Background: an optimization exercise with open tools, aiming at a short achievable clock period and few clock cycles. Do not read the settings as production practice. Only simulation tests tie the RTL to the original design; equivalence was not proved. No activity file was given, so power comes from the tool's default toggle rates.

<file path="design/flow/run.sh">
#!/bin/bash
# synth_recipe.tcl (not shown) runs the flow's synth.tcl, then flattens the netlist and writes it again
# the make line also repeats each setting of config.mk as NAME=value (left out here)
make -C /OpenROAD-flow-scripts/flow DESIGN_CONFIG=/design/flow/config.mk WORK_HOME=/design/flow/orfs CLKGATE_MAP_FILE= SYNTH_SCRIPT=/design/flow/synth_recipe.tcl finish
</file>
<file path="design/flow/config.mk">
export PLATFORM = sky130hd
export DESIGN_NAME = mips_cpu_harvard
export DESIGN_NICKNAME = mips_cpu_harvard
export VERILOG_FILES = /design/flow/design.v
export SDC_FILE = /design/flow/constraint.sdc
export NUM_CORES = 4
export LEC_CHECK = 0
export CAP_MARGIN = 20
export CORE_MARGIN = 2
export CORE_UTILIZATION = 30
export SETUP_SLACK_MARGIN = 0.3
export SLEW_MARGIN = 20
</file>
<file path="design/flow/constraint.sdc">
create_clock -name core_clock -period 11.0 [get_ports {clk}]
set_input_delay 2.2000 -clock core_clock [delete_from_list [all_inputs] [get_ports {clk}]]
set_output_delay 2.2000 -clock core_clock [all_outputs]
set_load 0.01 [all_outputs]
</file>
<file path="design/flow/design.v">
`default_nettype none
package mips_pkg;
        typedef logic [31:0] word_t;
        typedef enum logic [5:0] {
                OP_SPECIAL = 6'h00,
                OP_BEQ     = 6'h04,
                OP_BNE     = 6'h05,
                OP_BLEZ    = 6'h06,
                OP_BGTZ    = 6'h07,
                OP_ADDIU   = 6'h09,
                OP_LW      = 6'h23,
                OP_SW      = 6'h2B
        } opcode_t;
        typedef enum logic [5:0] {
                FN_JR   = 6'h08,
                FN_ADDU = 6'h21,
                FN_SUBU = 6'h23,
                FN_AND  = 6'h24,
                FN_OR   = 6'h25,
                FN_SLT  = 6'h2A
        } funct_t;
        typedef enum logic [2:0] {
                ALU_ADD,
                ALU_SUB,
                ALU_AND,
                ALU_OR,
                ALU_SLT
        } alu_op_t;
        typedef enum logic [2:0] {
                BR_NONE,
                BR_EQ,
                BR_NE,
                BR_LEZ,
                BR_GTZ,
                BR_JR
        } branch_t;
        typedef enum logic {
                SRC_RT,
                SRC_IMM
        } alu_src_t;
        localparam logic [4:0] REG_V0 = 5'd2;
endpackage
`default_nettype wire
`timescale 1ns/1ps
`default_nettype none
module mips_control (
        input  mips_pkg::word_t instr,
        input  logic            active,
        output logic            data_write,
        output logic            data_read,
        output mips_pkg::alu_op_t  alu_op,
        output mips_pkg::alu_src_t alu_src,
        output logic               reg_write,
        output logic               reg_dst_rd,
        output logic               mem_to_reg,
        output mips_pkg::branch_t  branch
);
        mips_pkg::opcode_t opcode;
        mips_pkg::funct_t  funct;
        logic    mem_wr;
        logic    mem_rd;
        assign opcode = mips_pkg::opcode_t'(instr[31:26]);
        assign funct  = mips_pkg::funct_t'(instr[5:0]);
        always_comb begin
                alu_op     = mips_pkg::ALU_ADD;
                alu_src    = mips_pkg::SRC_RT;
                reg_write  = 1'b0;
                reg_dst_rd = 1'b0;
                mem_to_reg = 1'b0;
                branch     = mips_pkg::BR_NONE;
                mem_wr          = 1'b0;
                mem_rd          = 1'b0;
                case (opcode)
                        mips_pkg::OP_SPECIAL: begin
                                reg_dst_rd = 1'b1;
                                case (funct)
                                        mips_pkg::FN_ADDU: begin
                                                reg_write = 1'b1;
                                        end
                                        mips_pkg::FN_SUBU: begin
                                                alu_op    = mips_pkg::ALU_SUB;
                                                reg_write = 1'b1;
                                        end
                                        mips_pkg::FN_AND: begin
                                                alu_op    = mips_pkg::ALU_AND;
                                                reg_write = 1'b1;
                                        end
                                        mips_pkg::FN_OR: begin
                                                alu_op    = mips_pkg::ALU_OR;
                                                reg_write = 1'b1;
                                        end
                                        mips_pkg::FN_SLT: begin
                                                alu_op    = mips_pkg::ALU_SLT;
                                                reg_write = 1'b1;
                                        end
                                        mips_pkg::FN_JR: begin
                                                branch = mips_pkg::BR_JR;
                                        end
                                        default: begin
                                                reg_dst_rd = 1'b0;
                                        end
                                endcase
                        end
                        mips_pkg::OP_ADDIU: begin
                                alu_src   = mips_pkg::SRC_IMM;
                                reg_write = 1'b1;
                        end
                        mips_pkg::OP_LW: begin
                                alu_src    = mips_pkg::SRC_IMM;
                                reg_write  = 1'b1;
                                mem_to_reg = 1'b1;
                                mem_rd          = 1'b1;
                        end
                        mips_pkg::OP_SW: begin
                                alu_src = mips_pkg::SRC_IMM;
                                mem_wr       = 1'b1;
                        end
                        mips_pkg::OP_BEQ:  branch = mips_pkg::BR_EQ;
                        mips_pkg::OP_BNE:  branch = mips_pkg::BR_NE;
                        mips_pkg::OP_BLEZ: branch = mips_pkg::BR_LEZ;
                        mips_pkg::OP_BGTZ: branch = mips_pkg::BR_GTZ;
                        default: begin
                                branch = mips_pkg::BR_NONE;
                        end
                endcase
        end
        assign data_write = mem_wr & active;
        assign data_read  = mem_rd & active;
endmodule
`default_nettype wire
`timescale 1ns/1ps
`default_nettype none
module mips_regfile (
        input  logic            clk,
        input  logic            arst_n,
        input  logic            clk_enable,
        input  logic            write_en,
        input  logic [4:0]      rs_addr,
        input  logic [4:0]      rt_addr,
        input  logic [4:0]      rd_addr,
        input  mips_pkg::word_t rd_data,
        output mips_pkg::word_t rs_data,
        output mips_pkg::word_t rt_data,
        output mips_pkg::word_t v0
);
        mips_pkg::word_t regs [32];
        always_ff @(posedge clk or negedge arst_n) begin
                if (!arst_n) begin
                        for (int i = 0; i < 32; i++) begin
                                regs[i] <= '0;
                        end
                end else if (clk_enable && write_en && rd_addr != 5'd0) begin
                        regs[rd_addr] <= rd_data;
                end
        end
        assign rs_data = regs[rs_addr];
        assign rt_data = regs[rt_addr];
        assign v0      = regs[mips_pkg::REG_V0];
endmodule
`default_nettype wire
`timescale 1ns/1ps
`default_nettype none
module mips_alu (
        input  mips_pkg::word_t a,
        input  mips_pkg::word_t b,
        output mips_pkg::word_t result,
        output logic            branch_taken,
        input  mips_pkg::alu_op_t alu_op,
        input  mips_pkg::branch_t branch
);
        always_comb begin
                case (alu_op)
                        mips_pkg::ALU_ADD: result = a + b;
                        mips_pkg::ALU_SUB: result = a - b;
                        mips_pkg::ALU_AND: result = a & b;
                        mips_pkg::ALU_OR:  result = a | b;
                        mips_pkg::ALU_SLT: result = {31'd0, $signed(a) < $signed(b)};
                        default: result = a + b;
                endcase
        end
        always_comb begin
                case (branch)
                        mips_pkg::BR_EQ:   branch_taken = (a == b);
                        mips_pkg::BR_NE:   branch_taken = (a != b);
                        mips_pkg::BR_LEZ:  branch_taken = ($signed(a) <= 32'sd0);
                        mips_pkg::BR_GTZ:  branch_taken = ($signed(a) > 32'sd0);
                        mips_pkg::BR_JR:   branch_taken = 1'b1;
                        default: branch_taken = 1'b0;
                endcase
        end
endmodule
`default_nettype wire
`timescale 1ns/1ps
`default_nettype none
module mips_pc_unit #(
        parameter mips_pkg::word_t RESET_VECTOR = 32'hBFC0_0000
) (
        input  logic            clk,
        input  logic            arst_n,
        input  logic            clk_enable,
        input  logic            branch_taken,
        input  mips_pkg::word_t imm,
        input  mips_pkg::word_t jr_target,
        output mips_pkg::word_t pc,
        output logic            active,
        input  mips_pkg::branch_t branch
);
        mips_pkg::word_t pc_plus4;
        mips_pkg::word_t target;
        mips_pkg::word_t next_pc;
        mips_pkg::word_t pending_target;
        logic  pending;
        assign pc_plus4 = pc + 32'd4;
        assign target = (branch == mips_pkg::BR_JR) ? jr_target
                                               : pc_plus4 + {imm[29:0], 2'b00};
        assign next_pc = pending ? pending_target : pc_plus4;
        always_ff @(posedge clk or negedge arst_n) begin
                if (!arst_n) begin
                        pc      <= RESET_VECTOR;
                        pending <= 1'b0;
                        active  <= 1'b1;
                end else if (clk_enable && active) begin
                        pc      <= next_pc;
                        pending <= branch_taken;
                        if (next_pc == '0) begin
                                active <= 1'b0;
                        end
                end
        end
        always_ff @(posedge clk) begin
                if (clk_enable && active && branch_taken) begin
                        pending_target <= target;
                end
        end
endmodule
`default_nettype wire
`timescale 1ns/1ps
`default_nettype none
module mips_cpu_harvard #(
        parameter mips_pkg::word_t RESET_VECTOR = 32'hBFC0_0000
) (
        input  logic            clk,
        input  logic            arst_n,
        output logic            active,
        output mips_pkg::word_t register_v0,
        input  logic            clk_enable,
        output mips_pkg::word_t instr_address,
        input  mips_pkg::word_t instr_readdata,
        output mips_pkg::word_t data_address,
        output logic            data_write,
        output logic            data_read,
        output mips_pkg::word_t data_writedata,
        input  mips_pkg::word_t data_readdata
);
        mips_pkg::alu_op_t    alu_op;
        mips_pkg::alu_src_t   alu_src;
        logic       reg_write;
        logic       reg_dst_rd;
        logic       mem_to_reg;
        mips_pkg::branch_t    branch;
        mips_pkg::word_t      pc;
        mips_pkg::word_t      rs_data;
        mips_pkg::word_t      rt_data;
        mips_pkg::word_t      imm_ext;
        mips_pkg::word_t      alu_b;
        mips_pkg::word_t      alu_result;
        mips_pkg::word_t      wb_data;
        logic [4:0] dest_reg;
        logic       dec_write;
        logic       reg_we;
        logic       branch_taken;
        assign instr_address = pc;
        assign imm_ext = {{16{instr_readdata[15]}}, instr_readdata[15:0]};
        assign alu_b   = (alu_src == mips_pkg::SRC_IMM) ? imm_ext : rt_data;
        assign dest_reg = reg_dst_rd ? instr_readdata[15:11] : instr_readdata[20:16];
        assign wb_data  = mem_to_reg ? data_readdata : alu_result;
        assign reg_we   = reg_write & active;
        assign data_address   = alu_result;
        assign data_writedata = rt_data;
        assign data_write     = dec_write & clk_enable;
        mips_control u_control (
                .instr      (instr_readdata),
                .active     (active),
                .data_write (dec_write),
                .data_read  (data_read),
                .alu_op     (alu_op),
                .alu_src    (alu_src),
                .reg_write  (reg_write),
                .reg_dst_rd (reg_dst_rd),
                .mem_to_reg (mem_to_reg),
                .branch     (branch)
        );
        mips_regfile u_regfile (
                .clk        (clk),
                .arst_n     (arst_n),
                .clk_enable (clk_enable),
                .write_en   (reg_we),
                .rs_addr    (instr_readdata[25:21]),
                .rt_addr    (instr_readdata[20:16]),
                .rd_addr    (dest_reg),
                .rd_data    (wb_data),
                .rs_data    (rs_data),
                .rt_data    (rt_data),
                .v0         (register_v0)
        );
        mips_alu u_alu (
                .a            (rs_data),
                .b            (alu_b),
                .result       (alu_result),
                .branch_taken (branch_taken),
                .alu_op       (alu_op),
                .branch       (branch)
        );
        mips_pc_unit #(
                .RESET_VECTOR (RESET_VECTOR)
        ) u_pc_unit (
                .clk          (clk),
                .arst_n       (arst_n),
                .clk_enable   (clk_enable),
                .branch_taken (branch_taken),
                .imm          (imm_ext),
                .jr_target    (rs_data),
                .pc           (pc),
                .active       (active),
                .branch       (branch)
        );
endmodule
`default_nettype wire
</file>
==> results.txt <==
-- cells in the mapped netlist (28+ instances only) --
cell type	instances	share of area [%]
a2111oi_0	33	0.48
nor2_1	252	1.6
nor3_1	49	0.41
and3_1	148	1.5
dfrtp_1	1048	44
nand4_1	180	1.9
a22o_1	187	2.7
o21ai_0	1018	8.5
edfxtp_1	32	1.6
a21oi_1	190	1.6
inv_1	138	0.87
nand3_1	189	1.6
o32a_1	33	0.55
nand2b_1	29	0.30
a21o_1	28	0.35
a22oi_1	423	5.3
xnor2_1	36	0.53
nand2_1	1138	7.2
o21ai_1	47	0.39
ha_1	126	2.6
buf_2	37	0.31
clkbuf_1	577	3.6
mux2i_1	101	1.7
or2_2	35	0.37
a221oi_1	200	2.9
-- power breakdown --
part / switching (W) / internal [W]
sequential: 0.0000997 / 0.00413
combinational: 0.000957 / 0.000543
clock: 0.00190 / 0.00269
total: 0.00295 / 0.00736
-- worst paths after layout --
check	startpoint	end	slack [ns]	depth (start not counted)
max in group asynchronous	arst_n	u_regfile.regs[22][2]$_DFFE_PN0P_	7.11	3
worst max register to register	u_regfile.regs[7][2]$_DFFE_PN0P_	u_regfile.regs[27][27]$_DFFE_PN0P_	4.75	22
worst max-delay path	instr_readdata[23]	data_address[0]	0.29	25
worst min-delay path	u_regfile.regs[0][2]$_DFFE_PN0P_	u_regfile.regs[0][2]$_DFFE_PN0P_	0.41	0
worst min register to register	u_regfile.regs[0][2]$_DFFE_PN0P_	u_regfile.regs[0][2]$_DFFE_PN0P_	0.41	0
min in group asynchronous	arst_n	u_regfile.regs[22][29]$_DFFE_PN0P_	1.46	1
-- layout by cell type, fill, tap and decap left out, types with 147 or more instances in the layout --
cell | Yosys | layout
nand3_1 | 189 | 189
nand2_1 | 1138 | 1136
nand4_1 | 180 | 180
clkdlybuf4s50_1 | 0 | 189
a21oi_1 | 190 | 185
and3_1 | 148 | 147
a221oi_1 | 200 | 199
a22o_1 | 187 | 187
buf_4 | 5 | 471
a22oi_1 | 423 | 423
o21ai_0 | 1018 | 1013
dfrtp_1 | 1048 | 1048
nor2_1 | 252 | 202
-- final cells by class --
type	instances	area share, %
timing repair buffer	718	9.00
sequential	1090	38.0
antenna	8	0.0277
clock inverter	63	1.29
tap	2640	4.57
multi-input combinational	4877	41.6
clock buffer	166	4.82
inverter	139	0.722
-- stage by stage --
step	instance area [sq um]	total power (W)	std cells	setup WS (ns)
detailed placement	67300	0.00575	9433	0.0953
global placement	67200	0.00572	9431	0.144
finish	72200	0.0103	9701	0.287
global route	72200	0.0106	9693	0.247
floorplan	59700	0.00504	6765	2.09
CTS	71700	0.0103	9662	0.304
-- critical path: stages --
cell             delay [ns]
clkbuf_4               0.34
buf_12                 0.27
nand3b_2               0.36
nor2_4                 0.75
buf_4                  0.32
buf_4                  0.28
a2111oi_0              0.16
nand3_1                0.12
nor4_1                 0.07
a21oi_1                0.25
buf_4                  0.33
inv_1                  0.08
ha_1                   0.30
buf_4                  0.14
nor2b_1                0.06
o21ai_0                0.24
a21oi_1                0.15
o21ai_0                0.29
a21oi_1                0.16
buf_4                  0.17
nand4_1                0.10
a41o_1                 0.31
a21oi_1                0.10
nor2_1                 0.20
clkdlybuf4s50_1        0.69
-- routing by layer --
layer | part of all wire, % | vias to the layer above | wire, um | global-route usage, %
met5 | 0.12 | - | 425 | 1.04
met4 | 8.6 | 26 | 30700 | 23.5
met3 | 13 | 1714 | 45700 | 11.5
met2 | 41 | 5320 | 147000 | 49.3
met1 | 37 | 30300 | 133000 | 42.5
li1 | - | 25200 | - | -
-- state kept, by name, indices dropped and copies added (netlist names) --
name                      count
u_pc_unit.pc                 32
u_pc_unit.active              1
u_regfile.regs             1024
u_pc_unit.pending_target     32
u_pc_unit.pending             1
-- logic make-up after synthesis --
group,Yosys count,synth area share (%)
xor+xnor,57,0.836
fa+ha+maj,129,2.74
simple gates,2179,16.8
mux,119,2.09
buf+inv,798,5.27
compound gates,2393,26.3
flops,1090,45.9
-- what timing repair did --
| action | in CTS | in global routing |
|---|---|---|
| pin swaps | 0 | 10 |
| setup endpoints to repair | 18 | 20 |
| buffers inserted | 0 | 27 |
| cloned | 0 | 0 |
| resized for setup | 5 | 36 |
==> results.sh <==
export IMPL_peakVddDrop_uv=108
export IMPL_clockBufferDepth=3
export IMPL_wl_per_cell_um=36.8
export IMPL_synth_ff_type="dfrtp_1"
export IMPL_setup_worst_path_end_class="primary output"
export IMPL_post_route_util_pct=36.6
export IMPL_timing_hold_violations_final=0
export IMPL_antenna_found_initial=20
export IMPL_finalSetupViolCount=0
export IMPL_crit_required_ns=8.80
export IMPL_drive_above_1_share_pct=13.8
export IMPL_portBuffers=197
export IMPL_clock_latency_ns=0.81
export IMPL_rsz0062_at_grt="yes"
export IMPL_routabilityCongestion=1.03
export IMPL_cts_htree_levels=3
export IMPL_fin_skew_ns=0.0557
export IMPL_overflow=0
export IMPL_fp_dieH_um=450
export IMPL_nNetsFinal=7142
export IMPL_grt_pass1_wl_mm=488
export IMPL_yosysWarnings=5
export IMPL_synth_edff_count=32
export IMPL_crit_arrival_ns=8.51
export IMPL_dieArea_sq_mm=0.203
export IMPL_ctsHoldBuffers=0
export IMPL_cts_tree="yes"
export IMPL_drc=0
export IMPL_coreArea_sq_mm=0.198
export IMPL_placementRows=163
export IMPL_cap_violations=0
export IMPL_via_count=62600
export IMPL_clk_pin_slew_worst_paths_ns=0.06
export IMPL_syn_inst=6765
export IMPL_fin_tns_setup_ns=0
export IMPL_fmax_ghz=0.0933
export IMPL_fin_crit_ns=10.71
export IMPL_drt_first_pass_iters=9
export IMPL_numClockSinks=1090
export IMPL_multi_input_area_sq_mm=0.0300
export IMPL_hpwlAfterDp_mm=240
export IMPL_ant_nets=0
export IMPL_routed_wl_mm=357
export IMPL_p_leak_nw=31.3
export IMPL_synth_nets=6961
export IMPL_track_usage_pct=34.1
export IMPL_grt_max_degree=137
export IMPL_yosysUniqueCellTypes=104
export IMPL_crit_path_max_fanout=22
export IMPL_tightest_slew_ns=1.25
export IMPL_initial_utilization_pct=30.2
export IMPL_synth_async_sr_flop_share_pct=97.1
export IMPL_synth_sequential_area_ratio_pct=45.9
export IMPL_avgSynthCellArea_sq_um=8.83
export IMPL_ioPinCount=198
export IMPL_crit_type="in2out"
export IMPL_relSlewSlack_pct=16.8
export IMPL_die_w_um=450
export IMPL_power_density_mw_per_mm2=143
export IMPL_synth_seq_cells=1090
export IMPL_hold_path_class="reg2reg"
export IMPL_crit_path_start_kind="input port"
export IMPL_drv_slew=0
export IMPL_status="finished clean"
export IMPL_vias_per_cell=6.45
export IMPL_seq_area_sq_mm=0.0274
export IMPL_hold_ws_ns=0.409
export IMPL_drtIter0Drc=10600
export IMPL_period_share_pct=97.4
export IMPL_grt_pass1_vias=58800
export IMPL_area_growth_synth_to_final_pct=20.9
export IMPL_netlist_area_sq_mm=0.0597
export IMPL_cts_made_buffers=120
export IMPL_nFillCells=20000
export IMPL_root_buffer="clkbuf_16"
Testbench counts, summed over its fixed seeds: cycles 21,340.

==> re-timing with driven ports <==
Ports are ideal in the flow. The routed layout listed here was re-timed in OpenROAD. Step 1, drivers: a clkbuf_16 drives clk and a buf_2 each remaining input, both assumed. Step 2 moves the port delays by t, midway between the first and last clock arrival at a register: inputs arrive t later, outputs are due t later. That takes back most of the time a late clock gives input paths. a / b / c = no drivers / after step 1 / after step 2; a / b = the first two.
t, ns: 0.871
setup WS [ns]: 0.287 / 0.239 / 0.239
worst slew at a driven data input, ns: 0.12
cell pins on the clock port's net: 1
After both steps this run still meets setup and hold. For this run, drivers alone change the setup slack by -0.048 ns; drivers and shift together by -0.048 ns.
